What follows belongs to an exercise in optimizing a design on an open flow for a short achievable clock period and few clock cycles; a production flow would make more cautious choices.
Power and IR drop assume default switching activity.

==> inputs of run C <==
==> flow/design.v <==
`default_nettype none
module qsim_csa #(
  parameter int W = 30
) (
  input  logic [W-1:0] x,
  input  logic [W-1:0] y,
  input  logic [W-1:0] z,
  output logic [W-1:0] s,
  output logic [W-1:0] c
);
  logic [W-1:0] maj;
  assign s   = x ^ y ^ z;
  assign maj = (x & y) | (x & z) | (y & z);
  assign c   = {maj[W-2:0], 1'b0};
endmodule
module qsim_benc (
  input  logic [15:0] b,
  output logic [7:0]  one,
  output logic [7:0]  two,
  output logic [7:0]  neg
);
  logic [16:0] bx;
  assign bx = {b, 1'b0};
  for (genvar k = 0; k < 8; k++) begin : g_dig
    assign one[k] = bx[2*k+1] ^ bx[2*k];
    assign two[k] = (bx[2*k+2] ^ bx[2*k+1]) & ~(bx[2*k+1] ^ bx[2*k]);
    assign neg[k] = bx[2*k+2];
  end
endmodule
module qsim_bmul (
  input  logic        clk,
  input  logic [15:0] a,
  input  logic [7:0]  one,
  input  logic [7:0]  two,
  input  logic [7:0]  neg,
  output logic [15:0] hs,
  output logic [15:0] hc,
  output logic        cl
);
  localparam int W = 30;
  localparam logic [W-1:0] SIGN_FIX = 30'h15560000;
  logic [17:0]  a1;
  logic [17:0]  a2;
  logic [W-1:0] v [9];
  logic [W-1:0] l1 [6];
  logic [W-1:0] l2 [4];
  logic [W-1:0] l3 [3];
  logic [W-1:0] r  [3];
  logic [W-1:0] fs;
  logic [W-1:0] fc;
  logic [14:0]  lo;
  assign a1 = {{2{a[15]}}, a};
  assign a2 = {a[15], a, 1'b0};
  for (genvar k = 0; k < 8; k++) begin : g_pp
    logic [17:0] row;
    assign row  = (({18{one[k]}} & a1) | ({18{two[k]}} & a2)) ^ {18{neg[k]}};
    assign v[k] = W'({~row[17], row[16:0]} << (2*k));
  end
  assign v[8] = SIGN_FIX
              | W'({neg[7], 1'b0, neg[6], 1'b0, neg[5], 1'b0, neg[4], 1'b0,
                    neg[3], 1'b0, neg[2], 1'b0, neg[1], 1'b0, neg[0]});
  qsim_csa #(W) u_c10 (.x(v[0]),  .y(v[1]),  .z(v[2]),  .s(l1[0]), .c(l1[1]));
  qsim_csa #(W) u_c11 (.x(v[3]),  .y(v[4]),  .z(v[5]),  .s(l1[2]), .c(l1[3]));
  qsim_csa #(W) u_c12 (.x(v[6]),  .y(v[7]),  .z(v[8]),  .s(l1[4]), .c(l1[5]));
  qsim_csa #(W) u_c20 (.x(l1[0]), .y(l1[1]), .z(l1[2]), .s(l2[0]), .c(l2[1]));
  qsim_csa #(W) u_c21 (.x(l1[3]), .y(l1[4]), .z(l1[5]), .s(l2[2]), .c(l2[3]));
  qsim_csa #(W) u_c30 (.x(l2[0]), .y(l2[1]), .z(l2[2]), .s(l3[0]), .c(l3[1]));
  assign l3[2] = l2[3];
  always_ff @(posedge clk) begin
    r[0] <= l3[0];
    r[1] <= l3[1];
    r[2] <= l3[2];
  end
  qsim_csa #(W) u_c40 (.x(r[0]), .y(r[1]), .z(r[2]), .s(fs), .c(fc));
  assign lo = {1'b0, fs[13:0]} + {1'b0, fc[13:0]};
  assign hs = fs[29:14];
  assign hc = fc[29:14];
  assign cl = lo[14];
endmodule
module qsim_cmac (
  input  logic                    clk,
  input  logic [32-1:0] gate_data,
  input  logic [32-1:0] input_data,
  input  logic [32-1:0] scratch_data,
  input  logic                    state_sel,
  input  logic                    fwd,
  input  logic [32-1:0] fwd_data,
  output logic [16-1:0]  re_s,
  output logic [16-1:0]  re_c,
  output logic [1:0]              re_k,
  output logic [16-1:0]  im_s,
  output logic [16-1:0]  im_c,
  output logic [1:0]              im_k
);
  localparam int AW = 16;
  logic [7:0]              gr_one, gr_two, gr_neg, gi_one, gi_two, gi_neg;
  logic [7:0]              gr_one_q, gr_two_q, gr_neg_q, gi_one_q, gi_two_q, gi_neg_q;
  logic [32-1:0] s_q;
  logic [AW-1:0] rr_s, rr_c, ii_s, ii_c, ri_s, ri_c, ir_s, ir_c;
  logic          rr_l, ii_l, ri_l, ir_l;
  logic [AW-1:0] re1_s, re1_c, im1_s, im1_c;
  logic [AW-1:0] re2_s, re2_c, im2_s, im2_c;
  qsim_benc u_enc_r (.b(gate_data[31:16]), .one(gr_one), .two(gr_two), .neg(gr_neg));
  qsim_benc u_enc_i (.b(gate_data[15:0]),  .one(gi_one), .two(gi_two), .neg(gi_neg));
  always_ff @(posedge clk) begin
    gr_one_q <= gr_one;
    gr_two_q <= gr_two;
    gr_neg_q <= gr_neg;
    gi_one_q <= gi_one;
    gi_two_q <= gi_two;
    gi_neg_q <= gi_neg;
    s_q <= fwd ? fwd_data : state_sel ? scratch_data : input_data;
  end
  qsim_bmul u_rr (.clk(clk), .a(s_q[31:16]), .one(gr_one_q), .two(gr_two_q), .neg(gr_neg_q),
                  .hs(rr_s), .hc(rr_c), .cl(rr_l));
  qsim_bmul u_ii (.clk(clk), .a(s_q[15:0]),  .one(gi_one_q), .two(gi_two_q), .neg(gi_neg_q),
                  .hs(ii_s), .hc(ii_c), .cl(ii_l));
  qsim_bmul u_ri (.clk(clk), .a(s_q[15:0]),  .one(gr_one_q), .two(gr_two_q), .neg(gr_neg_q),
                  .hs(ri_s), .hc(ri_c), .cl(ri_l));
  qsim_bmul u_ir (.clk(clk), .a(s_q[31:16]), .one(gi_one_q), .two(gi_two_q), .neg(gi_neg_q),
                  .hs(ir_s), .hc(ir_c), .cl(ir_l));
  qsim_csa #(AW) u_re1 (.x(rr_s),  .y(rr_c),  .z(~ii_s), .s(re1_s), .c(re1_c));
  qsim_csa #(AW) u_re2 (.x(re1_s), .y(re1_c), .z(~ii_c), .s(re2_s), .c(re2_c));
  qsim_csa #(AW) u_im1 (.x(ri_s),  .y(ri_c),  .z(ir_s),  .s(im1_s), .c(im1_c));
  qsim_csa #(AW) u_im2 (.x(im1_s), .y(im1_c), .z(ir_c),  .s(im2_s), .c(im2_c));
  always_ff @(posedge clk) begin
    re_s <= re2_s;
    re_c <= re2_c;
    re_k <= 2'd2 + {1'b0, rr_l} - {1'b0, ii_l};
    im_s <= im2_s;
    im_c <= im2_c;
    im_k <= {1'b0, ri_l} + {1'b0, ir_l};
  end
endmodule
`default_nettype wire
`default_nettype none
module qsim_top (
  input  logic                    clk,
  input  logic                    reset_n,
  input  logic                    dut_valid,
  output logic                    dut_ready,
  output logic [16-1:0] input_rd_addr,
  output logic                    input_wr_en,
  output logic [16-1:0] input_wr_addr,
  output logic [32-1:0] input_wr_data,
  input  logic [32-1:0] input_rd_data,
  output logic [16-1:0] scratch_rd_addr,
  output logic                    scratch_wr_en,
  output logic [16-1:0] scratch_wr_addr,
  output logic [32-1:0] scratch_wr_data,
  input  logic [32-1:0] scratch_rd_data,
  output logic [16-1:0] gates_rd_addr,
  input  logic [32-1:0] gates_rd_data,
  output logic                    out_wr_en,
  output logic [16-1:0] out_wr_addr,
  output logic [32-1:0] out_wr_data
);
  localparam int RAW_GAP = 4;
  localparam int AW      = 16;
  logic ready_q;
  logic busy;
  logic done_wb;
  logic accept;
  assign dut_ready = ready_q;
  assign accept    = dut_valid & ready_q;
  always_ff @(posedge clk) begin
    if (!reset_n) begin
      ready_q <= 1'b0;
      busy    <= 1'b0;
    end else if (accept) begin
      ready_q <= 1'b0;
      busy    <= 1'b1;
    end else if (done_wb) begin
      ready_q <= 1'b1;
      busy    <= 1'b0;
    end else begin
      ready_q <= ~busy;
    end
  end
  logic        first;
  logic [2:0]  q_reg;
  logic [15:0] m_reg;
  logic [15:0] mm1_reg;
  logic [3:0]  mask_reg;
  logic [2:0]  stall_reg;
  logic        hdr_q0;
  assign hdr_q0 = (input_rd_data[18:16] == 3'd0);
  always_ff @(posedge clk) begin
    if (first) begin
      q_reg    <= input_rd_data[18:16];
      m_reg    <= input_rd_data[15:0];
      mm1_reg  <= input_rd_data[15:0] - 16'd1;
      mask_reg <= 4'((5'd1 << input_rd_data[18:16]) - 5'd1);
      case (input_rd_data[18:16])
        3'd0:    stall_reg <= 3'((RAW_GAP > 1)  ? RAW_GAP - 1  : 0);
        3'd1:    stall_reg <= 3'((RAW_GAP > 2)  ? RAW_GAP - 2  : 0);
        3'd2:    stall_reg <= 3'((RAW_GAP > 4)  ? RAW_GAP - 4  : 0);
        3'd3:    stall_reg <= 3'((RAW_GAP > 8)  ? RAW_GAP - 8  : 0);
        default: stall_reg <= 3'((RAW_GAP > 16) ? RAW_GAP - 16 : 0);
      endcase
    end
  end
  logic        iss;
  logic [15:0] ga;
  logic [3:0]  jc;
  logic [4:0]  ja;
  logic [3:0]  ic;
  logic [15:0] kc;
  logic [2:0]  st;
  logic        row_end;
  logic        pass_end;
  logic        stop;
  logic        iv;
  assign row_end  = first ? hdr_q0 : (jc == mask_reg);
  assign pass_end = first ? hdr_q0 : ((jc == mask_reg) && (ic == mask_reg));
  assign stop     = ~first & ((m_reg == 16'd0) | (kc == m_reg));
  assign iv       = iss & (st == 3'd0) & ~stop;
  always_ff @(posedge clk) begin
    if (!reset_n) begin
      iss   <= 1'b0;
      first <= 1'b0;
      ga    <= '0;
      jc    <= '0;
      ja    <= '0;
      ic    <= '0;
      kc    <= '0;
      st    <= '0;
    end else if (accept) begin
      iss   <= 1'b1;
      first <= 1'b1;
      ga    <= '0;
      jc    <= '0;
      ja    <= 5'd1;
      ic    <= '0;
      kc    <= '0;
      st    <= '0;
    end else if (iss) begin
      first <= 1'b0;
      if (stop) begin
        iss <= 1'b0;
        ga  <= '0;
        jc  <= '0;
        ja  <= '0;
      end else if (st != 3'd0) begin
        st <= st - 3'd1;
      end else begin
        ga <= ga + 16'd1;
        if (row_end) begin
          jc <= '0;
          ja <= 5'd1;
          if (pass_end) begin
            ic <= '0;
            kc <= kc + 16'd1;
            st <= first ? 3'((RAW_GAP > 1) ? RAW_GAP - 1 : 0) : stall_reg;
          end else begin
            ic <= ic + 4'd1;
          end
        end else begin
          jc <= jc + 4'd1;
          ja <= ja + 5'd1;
        end
      end
    end
  end
  assign gates_rd_addr   = ga;
  assign input_rd_addr   = {11'd0, ja};
  assign scratch_rd_addr = {12'd0, jc};
  logic        t1_v, t1_first, t1_j0, t1_jl, t1_pe, t1_par;
  logic [3:0]  t1_i;
  logic [3:0]  t1_j;
  logic [15:0] t1_k;
  logic [9:0]  t2, t3, t4;
  logic        t1_kill;
  logic        t1_last;
  always_ff @(posedge clk) begin
    if (!reset_n) begin
      t1_v     <= 1'b0;
      t1_first <= 1'b0;
    end else begin
      t1_v     <= iv;
      t1_first <= first;
    end
    t1_j0  <= (jc == 4'd0);
    t1_jl  <= row_end;
    t1_pe  <= pass_end;
    t1_par <= kc[0];
    t1_i   <= ic;
    t1_j   <= jc;
    t1_k   <= kc;
  end
  assign t1_kill = t1_first & (m_reg == 16'd0);
  assign t1_last = t1_pe & (t1_k == mm1_reg);
  always_ff @(posedge clk) begin
    if (!reset_n) begin
      t2 <= '0;
      t3 <= '0;
      t4 <= '0;
    end else begin
      t2 <= {t1_v & ~t1_kill, t1_j0, t1_jl, t1_par, t1_last,
             (t1_v & ~t1_kill & t1_last) | t1_kill, t1_i};
      t3 <= t2;
      t4 <= t3;
    end
  end
  logic [AW-1:0] re_s, re_c, im_s, im_c;
  logic [1:0]    re_k, im_k;
  logic          fwd;
  logic          we_out_d;
  logic          wd_par;
  logic [31:0]   wd;
  logic [3:0]    wa;
  assign fwd = (we_out | we_out_d) & (wa == t1_j) & (wd_par != t1_par);
  qsim_cmac u_cmac (
    .clk          (clk),
    .gate_data    (gates_rd_data),
    .input_data   (input_rd_data),
    .scratch_data (scratch_rd_data),
    .state_sel    (t1_par),
    .fwd          (fwd),
    .fwd_data     (wd),
    .re_s         (re_s),
    .re_c         (re_c),
    .re_k         (re_k),
    .im_s         (im_s),
    .im_c         (im_c),
    .im_k         (im_k)
  );
  logic          ta_v, ta_j0, ta_jl, ta_par, ta_done;
  logic [3:0]    ta_i;
  logic [AW-1:0] acc_re, acc_im;
  logic [AW-1:0] sum_re, sum_im;
  logic [AW-1:0] base_re, base_im;
  logic          we_out, we_scr, we_in;
  logic [4:0]    wai;
  assign ta_v    = t4[9];
  assign ta_j0   = t4[8];
  assign ta_jl   = t4[7];
  assign ta_par  = t4[6];
  assign ta_done = t4[4];
  assign ta_i    = t4[3:0];
  assign base_re = ta_j0 ? '0 : acc_re;
  assign base_im = ta_j0 ? '0 : acc_im;
  assign sum_re  = base_re + re_s + re_c + {14'd0, re_k};
  assign sum_im  = base_im + im_s + im_c + {14'd0, im_k};
  always_ff @(posedge clk) begin
    if (ta_v) begin
      acc_re <= sum_re;
      acc_im <= sum_im;
    end
    if (ta_v & ta_jl) begin
      wd  <= {sum_re, sum_im};
      wa  <= ta_i;
      wd_par <= ta_par;
      wai <= {1'b0, ta_i} + 5'd1;
    end
  end
  always_ff @(posedge clk) begin
    if (!reset_n) begin
      we_out  <= 1'b0;
      we_out_d <= 1'b0;
      we_scr  <= 1'b0;
      we_in   <= 1'b0;
      done_wb <= 1'b0;
    end else begin
      we_out  <= ta_v & ta_jl;
      we_out_d <= we_out;
      we_scr  <= ta_v & ta_jl & ~ta_par;
      we_in   <= ta_v & ta_jl & ta_par;
      done_wb <= ta_done;
    end
  end
  assign out_wr_en       = we_out;
  assign out_wr_addr     = {12'd0, wa};
  assign out_wr_data     = wd;
  assign scratch_wr_en   = we_scr;
  assign scratch_wr_addr = {12'd0, wa};
  assign scratch_wr_data = wd;
  assign input_wr_en     = we_in;
  assign input_wr_addr   = {11'd0, wai};
  assign input_wr_data   = wd;
endmodule
`default_nettype wire
==> flow/run.sh <==
#!/bin/bash
# synth_recipe.tcl (not shown) runs the flow's synth.tcl, then flattens the netlist and writes it again
# the make line also repeats each setting of config.mk as NAME=value (left out here)
make -C /OpenROAD-flow-scripts/flow DESIGN_CONFIG=/design/flow/config.mk WORK_HOME=/design/flow/orfs CLKGATE_MAP_FILE= SYNTH_SCRIPT=/design/flow/synth_recipe.tcl finish
==> flow/config.mk <==
export PLATFORM = sky130hd
export DESIGN_NAME = qsim_top
export DESIGN_NICKNAME = qsim_top
export VERILOG_FILES = /design/flow/design.v
export SDC_FILE = /design/flow/constraint.sdc
export NUM_CORES = 4
export LEC_CHECK = 0
export ABC_CLOCK_PERIOD_IN_PS = 2000
export CAP_MARGIN = 20
export CORE_MARGIN = 2
export CORE_UTILIZATION = 40
export SETUP_SLACK_MARGIN = 5
export SLEW_MARGIN = 20
==> flow/constraint.sdc <==
create_clock -name core_clock -period 7.5 [get_ports {clk}]
set_input_delay 1.5000 -clock core_clock [delete_from_list [all_inputs] [get_ports {clk}]]
set_output_delay 1.5000 -clock core_clock [all_outputs]
set_load 0.01 [all_outputs]
==> run X: changes against run C <==
==> flow/design.v, changed modules only <==
module qsim_bmul (
  input  logic        clk,
  input  logic [15:0] a,
  input  logic [15:0] b,
  output logic [15:0] hs,
  output logic [15:0] hc,
  output logic        cl
);
  localparam int W = 30;
  logic [16:0]  bx;
  logic [17:0]  a1;
  logic [17:0]  a2;
  logic [W-1:0] v [9];
  logic [W-1:0] l1 [6];
  logic [W-1:0] l2 [4];
  logic [W-1:0] l3 [3];
  logic [W-1:0] r  [3];
  logic [W-1:0] fs;
  logic [W-1:0] fc;
  logic [14:0]  lo;
  assign bx = {b, 1'b0};
  assign a1 = {{2{a[15]}}, a};
  assign a2 = {a[15], a, 1'b0};
  logic [7:0] neg;
  for (genvar k = 0; k < 8; k++) begin : g_pp
    logic        one;
    logic        two;
    logic [17:0] mag;
    logic [17:0] row;
    assign one    = bx[2*k+1] ^ bx[2*k];
    assign two    = (bx[2*k+2] ^ bx[2*k+1]) & ~one;
    assign neg[k] = bx[2*k+2];
    assign mag    = ({18{one}} & a1) | ({18{two}} & a2);
    assign row    = mag ^ {18{neg[k]}};
    assign v[k]   = W'({{(W-18){row[17]}}, row} << (2*k));
  end
  assign v[8] = W'({neg[7], 1'b0, neg[6], 1'b0, neg[5], 1'b0, neg[4], 1'b0,
                    neg[3], 1'b0, neg[2], 1'b0, neg[1], 1'b0, neg[0]});
  qsim_csa #(W) u_c10 (.x(v[0]),  .y(v[1]),  .z(v[2]),  .s(l1[0]), .c(l1[1]));
  qsim_csa #(W) u_c11 (.x(v[3]),  .y(v[4]),  .z(v[5]),  .s(l1[2]), .c(l1[3]));
  qsim_csa #(W) u_c12 (.x(v[6]),  .y(v[7]),  .z(v[8]),  .s(l1[4]), .c(l1[5]));
  qsim_csa #(W) u_c20 (.x(l1[0]), .y(l1[1]), .z(l1[2]), .s(l2[0]), .c(l2[1]));
  qsim_csa #(W) u_c21 (.x(l1[3]), .y(l1[4]), .z(l1[5]), .s(l2[2]), .c(l2[3]));
  qsim_csa #(W) u_c30 (.x(l2[0]), .y(l2[1]), .z(l2[2]), .s(l3[0]), .c(l3[1]));
  assign l3[2] = l2[3];
  always_ff @(posedge clk) begin
    r[0] <= l3[0];
    r[1] <= l3[1];
    r[2] <= l3[2];
  end
  qsim_csa #(W) u_c40 (.x(r[0]), .y(r[1]), .z(r[2]), .s(fs), .c(fc));
  assign lo = {1'b0, fs[13:0]} + {1'b0, fc[13:0]};
  assign hs = fs[29:14];
  assign hc = fc[29:14];
  assign cl = lo[14];
endmodule
module qsim_cmac (
  input  logic                    clk,
  input  logic [32-1:0] gate_data,
  input  logic [32-1:0] input_data,
  input  logic [32-1:0] scratch_data,
  input  logic                    state_sel,
  input  logic                    fwd,
  input  logic [32-1:0] fwd_data,
  output logic [16-1:0]  re_s,
  output logic [16-1:0]  re_c,
  output logic [1:0]              re_k,
  output logic [16-1:0]  im_s,
  output logic [16-1:0]  im_c,
  output logic [1:0]              im_k
);
  localparam int AW = 16;
  logic [32-1:0] g_q;
  logic [32-1:0] s_q;
  logic [AW-1:0] rr_s, rr_c, ii_s, ii_c, ri_s, ri_c, ir_s, ir_c;
  logic          rr_l, ii_l, ri_l, ir_l;
  logic [AW-1:0] re1_s, re1_c, im1_s, im1_c;
  logic [AW-1:0] re2_s, re2_c, im2_s, im2_c;
  always_ff @(posedge clk) begin
    g_q <= gate_data;
    s_q <= fwd ? fwd_data : state_sel ? scratch_data : input_data;
  end
  qsim_bmul u_rr (.clk(clk), .a(s_q[31:16]), .b(g_q[31:16]), .hs(rr_s), .hc(rr_c), .cl(rr_l));
  qsim_bmul u_ii (.clk(clk), .a(s_q[15:0]),  .b(g_q[15:0]),  .hs(ii_s), .hc(ii_c), .cl(ii_l));
  qsim_bmul u_ri (.clk(clk), .a(s_q[15:0]),  .b(g_q[31:16]), .hs(ri_s), .hc(ri_c), .cl(ri_l));
  qsim_bmul u_ir (.clk(clk), .a(s_q[31:16]), .b(g_q[15:0]),  .hs(ir_s), .hc(ir_c), .cl(ir_l));
  qsim_csa #(AW) u_re1 (.x(rr_s),  .y(rr_c),  .z(~ii_s), .s(re1_s), .c(re1_c));
  qsim_csa #(AW) u_re2 (.x(re1_s), .y(re1_c), .z(~ii_c), .s(re2_s), .c(re2_c));
  qsim_csa #(AW) u_im1 (.x(ri_s),  .y(ri_c),  .z(ir_s),  .s(im1_s), .c(im1_c));
  qsim_csa #(AW) u_im2 (.x(im1_s), .y(im1_c), .z(ir_c),  .s(im2_s), .c(im2_c));
  always_ff @(posedge clk) begin
    re_s <= re2_s;
    re_c <= re2_c;
    re_k <= 2'd2 + {1'b0, rr_l} - {1'b0, ii_l};
    im_s <= im2_s;
    im_c <= im2_c;
    im_k <= {1'b0, ri_l} + {1'b0, ir_l};
  end
endmodule
// module qsim_benc removed
==> run summary <==
Run status: run C complete, no violations; run X complete, no violations
Pre-CTS WS: run C 3.75 ns; run X 3.12 ns
Final core utilization: run C 55.0%; run X 55.1%
Worst voltage drop across the vdd grid: run C 0.000251 V; run X 0.000319 V
Fraction of area in registers: run C 24.1%; run X 20.5%
Total die area: run C 114000 um^2; run X 132000 um^2
Wire length of the first global-routing pass: run C 233 mm; run X 292 mm
Area growth from synthesis to layout: run C 36.4%; run X 36.4%
Int Pwr: run C 13.4 mW; run X 13.5 mW
Worst Path Max Fanout: run C 8; run X 16
Initial antenna violation count: run C 6; run X 2
Final RePlAce weighted congestion: run C 0.864; run X 0.874
Synth Area in Adders: run C 27.5%; run X 26.9%
Initial core utilization: run C 40.3%; run X 40.4%
Half-perimeter wire length of the detailed placement result: run C 81.6 mm; run X 107 mm
Fmax achieved: run C 0.333 GHz; run X 0.303 GHz
Most frequent standard cell in the layout excluding fill and tap cells: run C inv_1; run X nand2_1
Met3 Routed Length: run C 20.7 mm; run X 22.1 mm
Mux share of post-synthesis cell area: run C 0.985%; run X 1.58%
Number of buffers inserted during clock tree synthesis: run C 79; run X 78
Global routing usage on met3: run C 9.97%; run X 7.34%
Number of distinct standard cells referenced by the synthesized netlist: run C 68; run X 70
Non-clock inverter count in the final layout: run C 591; run X 445
DR vias/cell: run C 5.57; run X 5.96
Fill cell count: run C 9129; run X 10.7k
Function was not checked in any run of this note: the RTL went through the layout flow alone.

==> port drivers added, routing unchanged <==
The results above use ideal ports. As a check the final layouts listed here were re-extracted and re-timed, cells and wires unchanged. Step 1, drivers: a clkbuf_16 drives clk and a buf_2 each remaining input, both assumed. Step 2, shift: input delay + t, output delay - t, t = (earliest + latest rising clock arrival at the registers) / 2. This alone moves slack from input paths to output paths. Slacks: ideal / step 1 / step 2; pairs: ideal / step 1.
run | t, ns | setup slack, ns | pins driven straight from the clock port
run C | 0.731 | 4.496 / 4.450 / 4.345 | 1
run X | 0.772 | 4.197 / 4.197 / 4.197 | 1
After both steps setup and hold are still met in every run listed. For run C, which loses most, drivers alone change the setup slack by -0.046 ns; drivers and shift together by -0.151 ns.
